Context: an optimization exercise on an open-source flow, tuned for small area, a short achievable clock period and few clock cycles. The choices shown serve that exercise and are no tape-out recipe. Function was checked by simulation only, so behaviour that the tests miss may differ from the original. No activity file was given, so power comes from the tool's default toggle rates.

==> design/flow/design.v <==
`default_nettype none
package i2p_pkg;
    localparam int P_MAX_TOKENS = 64;
endpackage
`default_nettype wire
`default_nettype none
module infix_to_prefix_converter
(
    input  wire logic        i_clk,
    input  wire logic        i_rst_n,
    input  wire logic        i_in_valid,
    output      logic        o_in_stall,
    input  wire logic [2:0]  i_token_kind,
    input  wire logic [1:0]  i_op_code,
    input  wire logic [15:0] i_payload,
    input  wire logic        i_last,
    output      logic        o_out_valid,
    input  wire logic        i_out_stall,
    output      logic [1:0]  o_out_kind,
    output      logic [1:0]  o_out_op,
    output      logic [15:0] o_out_payload,
    output      logic [1:0]  o_status,
    output      logic        o_end_of_run
);
    localparam int N  = 64;
    localparam int FD = 4;
    logic        r_iv;
    logic [2:0]  r_ik;
    logic [1:0]  r_iop;
    logic [15:0] r_ipay;
    logic        r_ilast;
    logic        take;
    assign take = i_in_valid && !o_in_stall;
    always_ff @(posedge i_clk) begin
        if (!i_rst_n) begin
            r_iv <= 1'b0;
        end else begin
            r_iv <= take;
        end
    end
    always_ff @(posedge i_clk) begin
        if (take) begin
            r_ik    <= i_token_kind;
            r_iop   <= i_op_code;
            r_ipay  <= i_payload;
            r_ilast <= i_last;
        end
    end
    logic [24:0] mem [0:N-1];
    logic [6:0]  wr;           
    logic [6:0]  cnt;          
    logic        ovf;
    logic        perr;
    logic [6:0]  depth;
    logic        hv;           
    logic [5:0]  head, tail;
    logic [6:0]  predL;        
    logic [6:0]  predLo;       
    logic [5:0]  curLp;
    logic [6:0]  fr;           
    logic [21:0] fq [0:FD-1];
    logic [1:0]  fq_wp, fq_rp;
    logic [2:0]  fq_cnt;
    logic is_opnd, is_op, is_low, is_lp, is_rp;
    logic sok;
    logic alloc;
    assign is_opnd = (r_ik == 3'd0) || (r_ik == 3'd1);
    assign is_op   = (r_ik == 3'd2);
    assign is_low  = !r_iop[1];
    assign is_lp   = (r_ik == 3'd3);
    assign is_rp   = (r_ik == 3'd4);
    assign sok     = !perr && !cnt[6];
    assign alloc   = r_iv && sok && (is_opnd || is_op || is_lp);
    logic [6:0]  P;
    always_comb begin
        if (is_opnd) begin
            P = {hv, tail};
        end else if (is_low || !predLo[6]) begin
            P = predL;
        end else begin
            P = predLo;
        end
    end
    logic [5:0]  raddr;
    logic [24:0] rdat;
    assign raddr = is_rp ? curLp : P[5:0];
    assign rdat  = mem[raddr];
    logic        ins;          
    logic        nxt_we;       
    logic [5:0]  new_nxt;
    logic        tail_mv;
    logic [5:0]  tail_n;
    assign ins     = r_iv && sok && (is_opnd || is_op);
    assign nxt_we  = ins && P[6];
    assign new_nxt = P[6] ? rdat[24:19] : head;
    assign tail_mv = P[6] ? (P[5:0] == tail) : !hv;
    assign tail_n  = tail_mv ? wr[5:0] : tail;
    logic [24:0] wdat;
    always_comb begin
        if (is_lp) begin
            wdat = {predL, predLo, curLp, 5'd0};
        end else begin
            wdat = {new_nxt, is_op, is_op ? r_iop : {1'b0, r_ik[0]}, r_ipay};
        end
    end
    always_ff @(posedge i_clk) begin
        if (alloc) begin
            mem[wr[5:0]] <= wdat;
        end
        if (nxt_we) begin
            mem[P[5:0]][24:19] <= wr[5:0];
        end
    end
    logic [6:0] depth_n;
    logic       perr_n;
    logic [1:0] st_n;
    assign depth_n = is_lp ? depth + 1'b1 : (is_rp && depth != '0) ? depth - 1'b1 : depth;
    assign perr_n  = perr || (is_rp && depth == '0);
    assign st_n    = (ovf || cnt[6]) ? 2'd2 : (perr_n || depth_n != '0) ? 2'd1 : 2'd0;
    logic        push;
    logic [6:0]  wr_n;
    assign push = r_iv && r_ilast;
    assign wr_n = wr + {6'd0, alloc};
    always_ff @(posedge i_clk) begin
        if (!i_rst_n) begin
            wr     <= '0;
            cnt    <= '0;
            ovf    <= 1'b0;
            perr   <= 1'b0;
            depth  <= '0;
            hv     <= 1'b0;
            predL  <= '0;
            predLo <= '0;
        end else if (r_iv) begin
            wr <= wr_n;
            if (r_ilast) begin
                cnt    <= '0;
                ovf    <= 1'b0;
                perr   <= 1'b0;
                depth  <= '0;
                hv     <= 1'b0;
                predL  <= '0;
                predLo <= '0;
            end else begin
                if (cnt[6]) begin
                    ovf <= 1'b1;
                end else begin
                    cnt <= cnt + 1'b1;
                end
                perr  <= perr_n;
                depth <= depth_n;
                if (sok) begin
                    if (ins) begin
                        hv <= 1'b1;
                        if (is_op && is_low) begin
                            predLo <= {1'b1, tail_n};
                        end
                    end
                    if (is_lp) begin
                        predL  <= {hv, tail};
                        predLo <= '0;
                    end
                    if (is_rp && depth != '0) begin
                        predL  <= rdat[24:18];
                        predLo <= rdat[17:11];
                    end
                end
            end
        end
    end
    always_ff @(posedge i_clk) begin
        if (r_iv && sok) begin
            if (ins) begin
                tail <= tail_n;
                if (!P[6]) begin
                    head <= wr[5:0];
                end
            end
            if (is_lp) begin
                curLp <= wr[5:0];
            end
            if (is_rp) begin
                curLp <= rdat[10:5];
            end
        end
    end
    logic        pop;
    logic [21:0] fh;
    logic        fh_hv;
    logic [5:0]  fh_head, fh_tail;
    logic [6:0]  fh_endp;
    logic [1:0]  fh_st;
    assign fh = fq[fq_rp];
    assign {fh_hv, fh_head, fh_tail, fh_endp, fh_st} = fh;
    always_ff @(posedge i_clk) begin
        if (push) begin
            fq[fq_wp] <= {hv || ins, (ins && !P[6]) ? wr[5:0] : head, ins ? tail_n : tail, wr_n, st_n};
        end
    end
    always_ff @(posedge i_clk) begin
        if (!i_rst_n) begin
            fq_wp  <= '0;
            fq_rp  <= '0;
            fq_cnt <= '0;
        end else begin
            if (push) fq_wp <= fq_wp + 1'b1;
            if (pop)  fq_rp <= fq_rp + 1'b1;
            fq_cnt <= fq_cnt + {2'd0, push} - {2'd0, pop};
        end
    end
    logic        act;
    logic [5:0]  ptr;
    logic        out_free;
    logic        out_ld;
    logic [24:0] wd;
    logic        at_end;
    logic [1:0]  ld_kind, ld_op, ld_st;
    logic [15:0] ld_pay;
    logic        ld_end;
    logic        fr_ld_end, fr_ld_op;
    logic [5:0]  fr_d;
    logic [6:0]  fr_op;
    assign out_free = !o_out_valid || !i_out_stall;
    assign wd       = mem[ptr];
    assign at_end   = (ptr == fh_tail);
    assign fr_d     = ptr + 6'd1 - fr[5:0];
    assign fr_op    = fr + ((fr_d == '0) ? 7'd64 : {1'b0, fr_d});
    always_comb begin
        out_ld    = 1'b0;
        pop       = 1'b0;
        fr_ld_end = 1'b0;
        fr_ld_op  = 1'b0;
        ld_kind   = wd[18] ? 2'd2 : {1'b0, wd[16]};
        ld_op     = wd[18] ? wd[17:16] : 2'd0;
        ld_pay    = wd[15:0];
        ld_st     = 2'd0;
        ld_end    = at_end;
        if (act) begin
            if (out_free) begin
                out_ld = 1'b1;
                if (at_end) begin
                    pop       = 1'b1;
                    fr_ld_end = 1'b1;
                end else if (!wd[18]) begin
                    fr_ld_op = 1'b1;
                end
            end
        end else if (fq_cnt != '0) begin
            if (fh_st != 2'd0) begin
                ld_kind = 2'd0;
                ld_op   = 2'd0;
                ld_pay  = 16'd0;
                ld_st   = fh_st;
                ld_end  = 1'b1;
                if (out_free) begin
                    out_ld    = 1'b1;
                    pop       = 1'b1;
                    fr_ld_end = 1'b1;
                end
            end else if (!fh_hv) begin
                pop       = 1'b1;
                fr_ld_end = 1'b1;
            end
        end
    end
    always_ff @(posedge i_clk) begin
        if (!i_rst_n) begin
            act         <= 1'b0;
            fr          <= '0;
            o_out_valid <= 1'b0;
        end else begin
            if (act) begin
                if (out_free) begin
                    if (at_end) begin
                        act <= 1'b0;
                    end
                end
            end else if (fq_cnt != '0 && fh_st == 2'd0 && fh_hv) begin
                act <= 1'b1;
            end
            if (fr_ld_end) begin
                fr <= fh_endp;
            end else if (fr_ld_op) begin
                fr <= fr_op;
            end
            if (out_ld) begin
                o_out_valid <= 1'b1;
            end else if (!i_out_stall) begin
                o_out_valid <= 1'b0;
            end
        end
    end
    always_ff @(posedge i_clk) begin
        if (act) begin
            if (out_free) begin
                ptr <= wd[24:19];
            end
        end else begin
            ptr <= fh_head;
        end
        if (out_ld) begin
            o_out_kind    <= ld_kind;
            o_out_op      <= ld_op;
            o_out_payload <= ld_pay;
            o_status      <= ld_st;
            o_end_of_run  <= ld_end;
        end
    end
    logic [6:0] occ;
    logic [6:0] cnt_n;
    logic [2:0] fcnt_c;
    logic       sp_skip;
    logic       sp_stall, fq_stall;
    assign occ    = wr_n - fr;
    assign cnt_n  = (r_iv && r_ilast) ? 7'd0 : (r_iv && !cnt[6]) ? cnt + 1'b1 : cnt;
    assign fcnt_c = fq_cnt + {2'd0, push};
    assign sp_skip  = take ? (!i_last && cnt_n >= 7'd63) : cnt_n[6];
    assign sp_stall = !sp_skip && (take ? (occ >= 7'd63) : occ[6]);
    assign fq_stall = (take && i_last) ? (fcnt_c >= 3'(FD - 1)) : (fcnt_c >= 3'(FD));
    always_ff @(posedge i_clk) begin
        if (!i_rst_n) begin
            o_in_stall <= 1'b0;
        end else begin
            o_in_stall <= sp_stall || fq_stall;
        end
    end
endmodule
`default_nettype wire
==> design/flow/run.sh <==
#!/bin/bash
# synth_recipe.tcl (not shown) runs the flow's synth.tcl, then flattens the netlist and writes it again
# the make line also repeats each setting of config.mk as NAME=value (left out here)
make -C /OpenROAD-flow-scripts/flow DESIGN_CONFIG=/design/flow/config.mk WORK_HOME=/design/flow/orfs CLKGATE_MAP_FILE= SYNTH_SCRIPT=/design/flow/synth_recipe.tcl finish
==> design/flow/config.mk <==
export PLATFORM = sky130hd
export DESIGN_NAME = infix_to_prefix_converter
export DESIGN_NICKNAME = infix_to_prefix_converter
export VERILOG_FILES = /design/flow/design.v
export SDC_FILE = /design/flow/constraint.sdc
export NUM_CORES = 4
export LEC_CHECK = 0
export CAP_MARGIN = 20
export CORE_MARGIN = 2
export CORE_UTILIZATION = 40
export SLEW_MARGIN = 20
==> design/flow/constraint.sdc <==
create_clock -name core_clock -period 10.0 [get_ports {i_clk}]
set_input_delay 2.0000 -clock core_clock [delete_from_list [all_inputs] [get_ports {i_clk}]]
set_output_delay 2.0000 -clock core_clock [all_outputs]
set_load 0.01 [all_outputs]
==> impl_metrics.toml <==
[outcome]
status = "timing/DRC/antenna clean"

[clock_network]
postCtsResizedCells = 0
cts_tree = "yes"
cts.clk_slew.worst_paths_ns = 0.06
cts_made_buffers = 193
clk_path_buf_depth = 3
cts.hold.buffers_added = 0
h-tree-depth = 4
root_buffer = "clkbuf_16"
cts_setup_buffers = 0
clock_latency_ns = 0.91
cts.sinks = 1821

[cells_and_area]
area_growth_pct = 11.0
final_layout_size_suffix_gt1_share_pct = 17.2
layout_common_cells = "1757 x edfxtp_1, 1210 x nand2_1, 553 x mux4_2, 260 x o31ai_1, 228 x a211oi_1"
final_common_cell = "edfxtp_1"
layout.nets = 6570

[timing]
fin_ws_ns = 3.28
setup_viol = 0
timing.final.hold_violations = 0
post-route-period-util_pct = 67.2
fmax_mhz = 149
maxSlewViolCount = 0
fin_crit_ns = 6.72
worst_pin_slew_ns = 1.27
clock_skew_ns = 0.0999
tns_ns = 0
slew_headroom_pct = 14.7
rsz0062_at_grt = "no"

[logic_synthesis]
ys.warnings.count = 1
synth_area_um2 = 90400
synthArstFlopShare_pct = 0
ys_types = 91
synth-seq-cells = 1821
syn_nets = 6759
avgSynthCellArea_um2 = 13.5
yosys.area.top_type_share_pct = 58.4
synth-edff-count = 1757
yosysTopAreaCell = "edfxtp_1"
synth_cells = 6694
ys.flop_type = "edfxtp_1"
yosysSeqAreaShare_pct = 59.8
synth.area.top_cells = "edfxtp_1 58%, mux4_2 14%, nand2_1 5.1%"

[worst_hold_path]
min_delay_path_depth = 2
min_from = "ovf"
min_to = "ovf"
min-delay-path-class = "register to register"

[drt]
vias_per_cell = 6.69
finalWirelength_um = 332000
vias = 64730
drtIter0Drc = 10720
first_pass_iters = 8
drt-wirelength-per-cell_um = 34.3
remaining_drc_errors = 0
wl_met1_um = 124000
wl_met3_um = 40200
wl_met2_um = 147000
ant_nets = 0
routed.top_layer = "met5"

[worst_setup_path]
r2r_slack_ns = 3.28
critPathMaxFanout = 98
crit_type = "register to register"
r2r-end = "mem[45][19]"
start_kind = "register"
crit_arrival_ns = 7.26
endpoint_kind = "register"
reg2reg_depth = 12
required_ns = 10.54
r2r_start = "r_ik[0]"

[grt]
grt_use_total_pct = 28.3
grt-ovfl-total = 0
grt_pass1_wl_um = 465000
grt_antenna_before_repair = 19
grt_max_degree = 145
grt_pass1_vias = 61112

[place]
dp_slack_ns = 3.66
io_buffers = 50
place_congestion = 0.997
hpwlAfterDp_um = 203000

[die]
start_util_pct = 40.2
die-area_um2 = 230000
die_x_um = 479
die_h_um = 479
core_area_um2 = 225000
ios = 51
rows = 174

[power_and_ir_drop]
p_per_area_nw_per_um2 = 247
p_leak_nw = 32.1
irDropWorstVdd_v = 0.000218

[flow_run]
cap_violations = 0
==> cells in the mapped netlist, drive strengths merged, types with 29 or more instances <==
master and number:
o31ai 261, o21ai 210, and2 29, ha 36
a31oi 130, nand3 216, clkbuf 332, a2111oi 29
a311oi 126, nor2b 39, o41ai 94, mux4 553
xnor2 38, nor3 58, buf 274, dfxtp 64
mux2i 49, inv 99, a211oi 232, edfxtp 1757
nor2 152, nand2 1226, and3 210, a21oi 133
==> worst max-delay path by stage <==
stage | from | slack (ns) | endpoint
finish | r_ik[0] | 3.28 | mem[45][19]
global route | r_ik[0] | 3.25 | mem[47][22]
CTS | r_ik[0] | 3.59 | mem[45][19]
detailed placement | r_ik[0] | 3.66 | mem[39][19]
global placement | r_ik[0] | 3.79 | mem[43][19]
floorplan | r_ik[1] | 5.85 | mem[0][16]
==> through the flow <==
step	cells	power, mW	util (%)	hold WS [ns]	cell area (µm²)
global route	9665	25.4	44.6	0.499	100000
detailed placement	9302	17.3	41.7	0.454	93800
global placement	9302	17.3	41.7	0.441	93800
CTS	9664	24.7	44.6	0.468	100000
finish	9673	24.8	44.7	0.465	100000
floorplan	6694	14.3	-	0.406	90400
==> logic make-up after synthesis <==
family | synth area share (%)
flops | 59.8
buf+inv | 3.22
simple gates | 10.0
fa+ha+maj | 0.565
mux | 14.6
compound gates | 11.3
xor+xnor | 0.475
==> power by group <==
group          total (mW)  switching (mW)  internal (mW)  leakage (nW)
Combinational        8.28            5.11           3.17          12.3
Clock                7.40            3.21           4.19          3.13
Sequential           9.07           0.284           8.79          16.6
==> layout make-up <==
class	instances	area, µm²
sequential	1821	54100
multi-input combinational	4168	33700
fill	19754	124000
antenna	9	22.5
tap	2992	3740
clock buffer	235	5040
timing repair buffer	222	1940
clock inverter	127	1460
inverter	99	372
==> worst max-delay path, cell delays in order (launching register included) <==
cell and delay, ns:
edfxtp_1 0.83, nor4bb_1 0.23, nor2_4 0.73, buf_4 0.46, nand2_8 0.51, buf_4 0.56, nand2_1 0.16, nand3_1 0.09
nand4_1 0.28, a31oi_1 0.33, o32ai_4 1.02, buf_4 0.74, o31ai_1 0.18
==> state kept, by name, indices dropped and copies added, names as in the netlist, 3 cells and up, named ones only <==
| name | count |
|---|---|
| mem | 1600 |
| fq | 88 |
| o_out_payload | 16 |
| r_ipay | 16 |
| cnt | 7 |
| depth | 7 |
| predL | 7 |
| predLo | 7 |
| wr | 7 |
| curLp | 6 |
| fr | 6 |
| head | 6 |
| ptr | 6 |
| tail | 6 |
| fq_cnt | 3 |
| r_ik | 3 |
==> metal layers <==
layer | vias up | global-route usage [%]
met5 | - | 0
met4 | 8 | 15.0
met3 | 911 | 6.78
met2 | 4714 | 42.3
met1 | 32792 | 38.2
li1 | 26305 | -
Testbench counts, summed over its fixed seeds: cycles 17,008.

[static timing again, ports no longer ideal]
The flow's constraints put no driver on any port. The routed layout listed below was extracted and timed again, unchanged, in two steps. Step 1 assumes that a clkbuf_16 drives the clock port and a buf_2 every other input. Step 2, shift: input delay + t, output delay - t, t = (earliest + latest rising clock arrival at the registers) / 2. This alone moves slack from input paths to output paths. Slacks: ideal ports / drivers / drivers and shift; pairs: ideal ports / drivers.
shift t [ns]: 0.949
setup slack, ns: 3.284 / 3.284 / 3.284
hold WS [ns]: 0.465 / 0.465 / 0.465
pins driven straight from the clock port: 1
After both steps setup and hold are still met in this run. The setup slack of this run moves by 0.000 ns with the drivers and by 0.000 ns with both steps.
